This design comes from an exercise in tuning for small area, a short achievable clock period and few clock cycles on the open sky130 flow, not from production work. Function was checked by simulation only, so behaviour that the tests miss may differ from the original. Power is estimated from default activity; no workload was simulated.

--- flow/design.v ---
`default_nettype none
package mips_mc_pkg;
    localparam int c_NUM_REGS = 32;
    localparam logic [5:0] OP_RTYPE = 6'h00;
    localparam logic [5:0] OP_J     = 6'h02;
    localparam logic [5:0] OP_JAL   = 6'h03;
    localparam logic [5:0] OP_BEQ   = 6'h04;
    localparam logic [5:0] OP_BNE   = 6'h05;
    localparam logic [5:0] OP_ADDI  = 6'h08;
    localparam logic [5:0] OP_SLTI  = 6'h0A;
    localparam logic [5:0] OP_ANDI  = 6'h0C;
    localparam logic [5:0] OP_ORI   = 6'h0D;
    localparam logic [5:0] OP_LUI   = 6'h0F;
    localparam logic [5:0] OP_LW    = 6'h23;
    localparam logic [5:0] OP_SW    = 6'h2B;
    localparam logic [5:0] FN_SLL = 6'h00;
    localparam logic [5:0] FN_SRL = 6'h02;
    localparam logic [5:0] FN_JR  = 6'h08;
    localparam logic [5:0] FN_ADD = 6'h20;
    localparam logic [5:0] FN_SUB = 6'h22;
    localparam logic [5:0] FN_AND = 6'h24;
    localparam logic [5:0] FN_OR  = 6'h25;
    localparam logic [5:0] FN_NOR = 6'h27;
    localparam logic [5:0] FN_SLT = 6'h2A;
    localparam logic [2:0] ST_FETCH  = 3'd0;
    localparam logic [2:0] ST_DECODE = 3'd1;
    localparam logic [2:0] ST_EXEC   = 3'd2;
    localparam logic [2:0] ST_MEM    = 3'd3;
    localparam logic [2:0] ST_WB     = 3'd4;
    localparam logic [2:0] ST_HALT   = 3'd5;
    typedef enum logic [3:0] {
        ALU_ADD, ALU_SUB, ALU_AND, ALU_OR, ALU_NOR,
        ALU_SLT, ALU_SLL, ALU_SRL, ALU_LUI
    } alu_op_t;
endpackage
`default_nettype wire
`default_nettype none
module mips_mc_regfile #(
    parameter int NUM_REGS = mips_mc_pkg::c_NUM_REGS
) (
    input  logic        clk,
    input  logic        reset,
    input  logic [4:0]  i_raddr_a,
    input  logic [4:0]  i_raddr_b,
    output logic [31:0] o_rdata_a,
    output logic [31:0] o_rdata_b,
    input  logic        i_we,
    input  logic [4:0]  i_waddr,
    input  logic [31:0] i_wdata
);
    logic [31:0] r_regs [NUM_REGS];
    always_ff @(posedge clk) begin
        if (reset) begin
            for (int i = 0; i < NUM_REGS; i++) begin
                r_regs[i] <= '0;
            end
        end else if (i_we && (i_waddr != 5'd0)) begin
            r_regs[i_waddr] <= i_wdata;
        end
    end
    assign o_rdata_a = (i_raddr_a == 5'd0) ? 32'd0 : r_regs[i_raddr_a];
    assign o_rdata_b = (i_raddr_b == 5'd0) ? 32'd0 : r_regs[i_raddr_b];
endmodule
`default_nettype wire
`default_nettype none
import mips_mc_pkg::*;
module mips_multiciclo #(
    parameter logic [31:0] RESET_PC   = 32'h0000_0000,
    parameter int          MEM_ADDR_W = 32,
    parameter int          NUM_REGS   = mips_mc_pkg::c_NUM_REGS
) (
    input  logic                  clk,
    input  logic                  reset,
    output logic                  mem_req,
    output logic                  mem_we,
    output logic [MEM_ADDR_W-1:0] mem_addr,
    output logic [31:0]           mem_wdata,
    input  logic [31:0]           mem_rdata,
    input  logic                  mem_ready,
    output logic [31:0]           pc_out,
    output logic [31:0]           instr_out,
    output logic                  instr_done,
    output logic                  halted
);
    logic [2:0]  r_state, w_next;
    logic [31:0] r_pc, r_ir, r_mdr, r_a, r_b, r_aluout;
    logic [31:0] w_alu_a, w_alu_b, w_alu_y, w_addr32, w_rf_a, w_rf_b, w_rf_wdata;
    logic [4:0]  w_rf_waddr;
    logic        w_rf_we;
    mips_mc_pkg::alu_op_t w_alu_op;
    logic [5:0]  w_op, w_funct;
    logic [4:0]  w_rs, w_rt, w_rd, w_shamt;
    logic [31:0] w_sext, w_zext;
    logic        w_is_ralu, w_is_jr, w_is_ialu, w_is_mem, w_is_jump, w_taken;
    assign w_op     = r_ir[31:26];
    assign w_rs     = r_ir[25:21];
    assign w_rt     = r_ir[20:16];
    assign w_rd     = r_ir[15:11];
    assign w_shamt  = r_ir[10:6];
    assign w_funct  = r_ir[5:0];
    assign w_sext   = {{16{r_ir[15]}}, r_ir[15:0]};
    assign w_zext   = {16'h0000, r_ir[15:0]};
    assign w_is_ralu = (w_op == OP_RTYPE) && ((w_funct == FN_ADD) || (w_funct == FN_SUB) ||
                                               (w_funct == FN_AND) || (w_funct == FN_OR)  ||
                                               (w_funct == FN_NOR) || (w_funct == FN_SLT) ||
                                               (w_funct == FN_SLL) || (w_funct == FN_SRL));
    assign w_is_jr   = (w_op == OP_RTYPE) && (w_funct == FN_JR);
    assign w_is_ialu = (w_op == OP_ADDI) || (w_op == OP_SLTI) || (w_op == OP_ANDI) ||
                       (w_op == OP_ORI) || (w_op == OP_LUI);
    assign w_is_mem  = (w_op == OP_LW) || (w_op == OP_SW);
    assign w_is_jump = (w_op == OP_J) || (w_op == OP_JAL);
    assign w_taken   = ((w_op == OP_BEQ) && (r_a == r_b)) || ((w_op == OP_BNE) && (r_a != r_b));
    mips_mc_regfile #(.NUM_REGS(NUM_REGS)) u_regfile (
        .clk       (clk),
        .reset     (reset),
        .i_raddr_a (w_rs),
        .i_raddr_b (w_rt),
        .o_rdata_a (w_rf_a),
        .o_rdata_b (w_rf_b),
        .i_we      (w_rf_we),
        .i_waddr   (w_rf_waddr),
        .i_wdata   (w_rf_wdata)
    );
    always_comb begin
        w_alu_a  = r_pc;
        w_alu_b  = 32'd4;
        w_alu_op = ALU_ADD;
        case (r_state)
            ST_DECODE: w_alu_b = {w_sext[29:0], 2'b00};
            ST_EXEC: begin
                w_alu_a = r_a;
                w_alu_b = w_sext;
                if (w_is_ralu) begin
                    w_alu_b = r_b;
                    case (w_funct)
                        FN_SUB:  w_alu_op = ALU_SUB;
                        FN_AND:  w_alu_op = ALU_AND;
                        FN_OR:   w_alu_op = ALU_OR;
                        FN_NOR:  w_alu_op = ALU_NOR;
                        FN_SLT:  w_alu_op = ALU_SLT;
                        FN_SLL:  w_alu_op = ALU_SLL;
                        FN_SRL:  w_alu_op = ALU_SRL;
                        default: w_alu_op = ALU_ADD;
                    endcase
                end else begin
                    case (w_op)
                        OP_SLTI: w_alu_op = ALU_SLT;
                        OP_ANDI: begin w_alu_b = w_zext; w_alu_op = ALU_AND; end
                        OP_ORI:  begin w_alu_b = w_zext; w_alu_op = ALU_OR;  end
                        OP_LUI:  begin w_alu_b = w_zext; w_alu_op = ALU_LUI; end
                        default: w_alu_op = ALU_ADD;
                    endcase
                end
            end
            default: ;
        endcase
    end
    always_comb begin
        case (w_alu_op)
            ALU_SUB: w_alu_y = w_alu_a - w_alu_b;
            ALU_AND: w_alu_y = w_alu_a & w_alu_b;
            ALU_OR:  w_alu_y = w_alu_a | w_alu_b;
            ALU_NOR: w_alu_y = ~(w_alu_a | w_alu_b);
            ALU_SLT: w_alu_y = {31'd0, $signed(w_alu_a) < $signed(w_alu_b)};
            ALU_SLL: w_alu_y = w_alu_b << w_shamt;
            ALU_SRL: w_alu_y = w_alu_b >> w_shamt;
            ALU_LUI: w_alu_y = {w_alu_b[15:0], 16'h0000};
            default: w_alu_y = w_alu_a + w_alu_b;
        endcase
    end
    always_ff @(posedge clk) begin
        if (reset) begin
            r_state <= ST_FETCH;
        end else begin
            r_state <= w_next;
        end
    end
    always_comb begin
        w_next = r_state;
        case (r_state)
            ST_FETCH:  if (mem_ready) w_next = ST_DECODE;
            ST_DECODE: w_next = (w_is_ralu || w_is_jr || w_is_ialu || w_is_mem || w_is_jump ||
                                 (w_op == OP_BEQ) || (w_op == OP_BNE)) ? ST_EXEC : ST_HALT;
            ST_EXEC:   w_next = (w_is_ralu || w_is_ialu) ? ST_WB :
                                w_is_mem ? ST_MEM : ST_FETCH;
            ST_MEM:    if (mem_ready) w_next = (w_op == OP_LW) ? ST_WB : ST_FETCH;
            ST_WB:     w_next = ST_FETCH;
            ST_HALT:   w_next = ST_HALT;
            default:   w_next = ST_FETCH;
        endcase
    end
    always_comb begin
        mem_req    = 1'b0;
        mem_we     = 1'b0;
        w_addr32   = r_pc;
        instr_done = 1'b0;
        case (r_state)
            ST_FETCH: mem_req = !reset;
            ST_MEM: begin
                mem_req    = !reset;
                mem_we     = !reset && (w_op == OP_SW);
                w_addr32   = r_aluout;
                instr_done = !reset && (w_next == ST_FETCH);
            end
            ST_EXEC, ST_WB: instr_done = !reset && (w_next == ST_FETCH);
            default: ;
        endcase
    end
    always_comb begin
        w_rf_we    = 1'b0;
        w_rf_waddr = w_is_ralu ? w_rd : w_rt;
        w_rf_wdata = (w_op == OP_LW) ? r_mdr : r_aluout;
        if (r_state == ST_WB) begin
            w_rf_we = 1'b1;
        end else if ((r_state == ST_EXEC) && (w_op == OP_JAL)) begin
            w_rf_we    = 1'b1;
            w_rf_waddr = 5'd31;
            w_rf_wdata = r_pc;
        end
    end
    always_ff @(posedge clk) begin
        if (reset) begin
            r_pc     <= RESET_PC;
            r_ir     <= '0;
            r_mdr    <= '0;
            r_a      <= '0;
            r_b      <= '0;
            r_aluout <= '0;
        end else begin
            case (r_state)
                ST_FETCH: if (mem_ready) begin
                    r_ir <= mem_rdata;
                    r_pc <= w_alu_y;
                end
                ST_DECODE: begin
                    r_a      <= w_rf_a;
                    r_b      <= w_rf_b;
                    r_aluout <= w_alu_y;
                end
                ST_EXEC: begin
                    if (w_is_ralu || w_is_ialu || w_is_mem) r_aluout <= w_alu_y;
                    else if (w_taken)   r_pc <= r_aluout;
                    else if (w_is_jump) r_pc <= {r_pc[31:28], r_ir[25:0], 2'b00};
                    else if (w_is_jr)   r_pc <= r_a;
                end
                ST_MEM: if (mem_ready && (w_op == OP_LW)) r_mdr <= mem_rdata;
                default: ;
            endcase
        end
    end
    assign mem_addr  = w_addr32[MEM_ADDR_W-1:0];
    assign mem_wdata = r_b;
    assign pc_out    = r_pc;
    assign instr_out = r_ir;
    assign halted    = (r_state == ST_HALT);
endmodule
`default_nettype wire
--- flow/config.mk ---
export PLATFORM = sky130hd
export DESIGN_NAME = mips_multiciclo
export DESIGN_NICKNAME = mips_multiciclo
export VERILOG_FILES = /design/flow/design.v
export SDC_FILE = /design/flow/constraint.sdc
export NUM_CORES = 4
export LEC_CHECK = 0
export CAP_MARGIN = 20
export CORE_MARGIN = 2
export CORE_UTILIZATION = 40
export SLEW_MARGIN = 20
--- flow/constraint.sdc ---
create_clock -name core_clock -period 10.0 [get_ports {clk}]
set_input_delay 2.0000 -clock core_clock [delete_from_list [all_inputs] [get_ports {clk}]]
set_output_delay 2.0000 -clock core_clock [all_outputs]
set_load 0.01 [all_outputs]
--- flow/run.sh ---
#!/bin/bash
# synth_recipe.tcl (not shown) runs the flow's synth.tcl, then flattens the netlist and writes it again
# the make line also repeats each setting of config.mk as NAME=value (left out here)
make -C /OpenROAD-flow-scripts/flow DESIGN_CONFIG=/design/flow/config.mk WORK_HOME=/design/flow/orfs CLKGATE_MAP_FILE= SYNTH_SCRIPT=/design/flow/synth_recipe.tcl finish
==> out/qor.yml <==
power:
  p_clk_share_pct: 32.8
  powerDensity_mw_per_mm2: 198
  switching_share_pct: 34.5
  power.leakage_nw: 26.4
  comb_power_share_pct: 27.9
  p_seq_share_pct: 39.3
  p_int_w: 0.0104
  switching_power_w: 0.00547
  vdd_drop_max_uv: 155
setup_path:
  cp-start-kind: "flop"
  path_cells: "nor2b_1 -> nand4b_1 -> nor2_4 -> buf_4 -> and4_2 -> a21oi_1 -> nand2_1 -> a211oi_1 -> clkdlybuf4s50_1"
  cp_slowest_cell: "and4_2"
  criticalPathCategory: "flop to primary output"
  r2r_slack_ns: 3.59
  worstSetupStartpoint: "r_ir[27]"
  slowest_delay_ns: 0.99
  critPathCaptureType: "primary output"
  cp_max_fo: 34
  required_ns: 8.00
  cp.arrival_ns: 4.50
  r2r_start: "r_state[2]"
global_route:
  grt_usage_pct: 31.0
  grt_pass1_wl_microns: 402000
  grt_pass1_vias: 53200
  antenna_found_initial: 11
  grt_max_degree: 97
  gr-total-overflow: 0
sta:
  finalSetupViolCount: 0
  fin_ws_ns: 3.50
  final.min_clock_period_ns: 6.50
  max_freq_ghz: 0.154
  rsz0062_at_grt: "no"
  hold_violations: 0
  min_period_over_period_pct: 65.0
  maxSlewHeadroom_pct: 21.4
  fin_tns_setup_ns: 0
  tightest_slew_ns: 1.17
  slew_violations: 0
  final.setup_skew_ns: 0.0306
min_path:
  min_from: "r_mdr[14]"
  hold_class: "flop to flop"
synth:
  synthArstFlopShare_pct: 0
  syn_area_sq_mm: 0.0717
  syn_inst: 6159
  avgSynthCellArea_sq_um: 11.6
  yosys.area.top_type: "edfxtp_1"
  ys_ff_latch: 1229
  synth.distinct_cells: 112
  synth-main-ff-cell: "edfxtp_1"
  synthTopCellsByArea: "edfxtp_1 43%, mux4_2 21%, nor2_1 7.1%, dfxtp_1 5.7%, nand2_1 3.0%"
  yosysSeqAreaShare_pct: 48.6
  synth_edf_count: 1024
  yosys_warnings: 2
  synth_top_area_share_pct: 42.9
place:
  dp.cells: 8253
  dpl_cell_area_sq_mm: 0.0758
  io_buffers: 166
  dp_slack_ns: 3.75
  gp_congestion: 1.03
  post-dp-hpwl_microns: 197000
cts:
  cts_hold_buffers: 0
  cts_sinks: 1229
  clk_latency_ns: 0.79
  cts_tree: "built"
  cts_max_level: 4
  path_clk_slew_ns: 0.06
  cts-root-buf: "clkbuf_16"
  post_cts_buffers: 0
  cts_buffer_depth: 3
  numCtsBuffers: 139
  cts_resized: 0
routing:
  initialDrtViolationCount: 7938
  wl_met2_microns: 135000
  wl_per_cell_microns: 33.7
  top_layer: "met5"
  wl_microns: 287000
  m1WireLength_microns: 105000
  drtAntennaViolNets: 0
  dr.pass1.iters: 6
  vias_per_cell: 6.48
  vias: 55200
  drc: 0
  wl_met3_microns: 28000
die:
  boundaryPins: 167
  initial_core_util_pct: 40.2
  coreArea_sq_mm: 0.178
  rows: 155
  die_h_microns: 427
  die_area_sq_mm: 0.183
  dieWidth_microns: 427
finish:
  stdcell_count: 8511
  syn2layout_area_growth_pct: 12.0
  final_area_sq_mm: 0.0803
  drive_gt1_share_pct: 20.2
  nets: 6172
  num-fill-cells: 16100
flow_run:
  maxCapViolCount: 0
run_status:
  status: "timing/DRC/antenna clean"
==> routing by layer <==
metal / track usage [%] / vias up
met4: 18.2 / 8
met2: 49.3 / 3435
met5: 0 / -
met3: 6.09 / 719
met1: 39.4 / 28200
li1: - / 22800
==> critical path, delay by kind of cell (launching register included) <==
| kind | cells | cell delay, ns |
|---|---|---|
| AND/OR/NAND/NOR | 5 | 1.87 |
| buffers and inverters | 2 | 1.08 |
| AO/OA/AOI/OAI | 2 | 0.22 |
| flip-flops | 1 | 0.54 |
==> synthesized netlist by cell type (75+ instances only) <==
cell type  count
a21oi_1      335
buf_1         81
clkbuf_1     488
dfxtp_1      205
edfxtp_1    1024
ha_1          96
inv_1         95
mux2i_1      161
mux4_2       666
nand2_1      567
nor2_1      1349
nor3_1        75
o21ai_0      207
==> layout by cell type (no fill, tap or decap), types with 94 or more instances in the layout <==
cell             instances
nor2_1                1345
edfxtp_1              1024
mux4_2                 666
nand2_1                504
a21oi_1                333
dfxtp_1                191
o21ai_0                174
clkdlybuf4s50_1        165
mux2i_1                161
clkbuf_16              143
buf_4                  143
ha_1                    96
inv_1                   94
==> stage by stage <==
stage / power, W / hold slack, ns / util, %
after detailed placement: 0.0106 / 0.448 / 42.5
after global placement: 0.0106 / 0.442 / 42.5
after CTS: 0.0158 / 0.456 / 45.1
after floorplan: 0.00877 / 0.436 / -
final: 0.0159 / 0.457 / 45.1
after global routing: 0.0163 / 0.471 / 45.1
==> cells by family (layout without fill, tap and decap cells) <==
kind of cell | Yosys count | after routing | share of synthesized area, %
DFF | 1229 | 1229 | 48.6
buffers and inverters | 711 | 673 | 3.82
muxes | 871 | 871 | 23.9
and+or+nand+nor | 2257 | 2257 | 13.0
AOI/OAI and AO/OA | 922 | 922 | 8.13
adders and majority gates | 98 | 98 | 1.73
other | 1 | 36 | 0.00523
xor gates and xnor gates | 70 | 70 | 0.855
==> sequential cells by signal (all words and copies together), names as in the netlist, named ones only <==
name and count:
r_a 32, r_state 3, r_pc 32, r_aluout 32, r_ir 32, u_regfile.r_regs 1024
r_mdr 32, r_b 32
==> final timing paths <==
check                             to  cells past startpoint
max                       instr_done                      9
min                        r_mdr[14]                      2
max reg2reg  u_regfile.r_regs[2][22]                     10
min reg2reg                r_mdr[14]                      2
==> final cells by class <==
cell class	count	area, sq um	area share (%)
well taps	2355	2950	3.67
clock inverters	68	747	0.930
repair buffers	313	2820	3.51
multi-input cells	4250	34700	43.2
diodes	4	10.0	0.0125
flip-flops and latches	1229	34900	43.4
inverters	106	398	0.495
clock buffers	186	3810	4.74
==> power groups by stage <==
| stage | logic, W | clock network [W] | registers, W |
|---|---|---|---|
| after floorplan | 0.00273 | 0 | 0.00604 |
| after global placement | 0.00428 | 0 | 0.00631 |
| after detailed placement | 0.00429 | 0 | 0.00632 |
| after CTS | 0.00431 | 0.00524 | 0.00622 |
| after global routing | 0.00460 | 0.00542 | 0.00625 |
| final | 0.00442 | 0.00521 | 0.00624 |
Testbench counts, summed over its fixed seeds: cycles 108,460.

-- separate check: timing with driven ports --
Ports are ideal in the flow. The routed layout listed here was re-timed in OpenROAD. Step 1, drivers: a clkbuf_16 drives clk and a buf_2 each remaining input, both assumed. Step 2 also shifts input and output timing later by t, the mid clock arrival at the registers, as if the neighbouring blocks saw the same clock. a / b / c = no drivers / after step 1 / after step 2; a / b = the first two.
t, ns: 0.856
setup WS [ns]: 3.503 / 3.423 / 3.592
slew at the worst register clock pin (ns): 0.07 / 0.07
After both steps setup and hold are still met in this run. For this run, drivers alone change the setup slack by -0.080 ns; drivers and shift together by +0.089 ns.
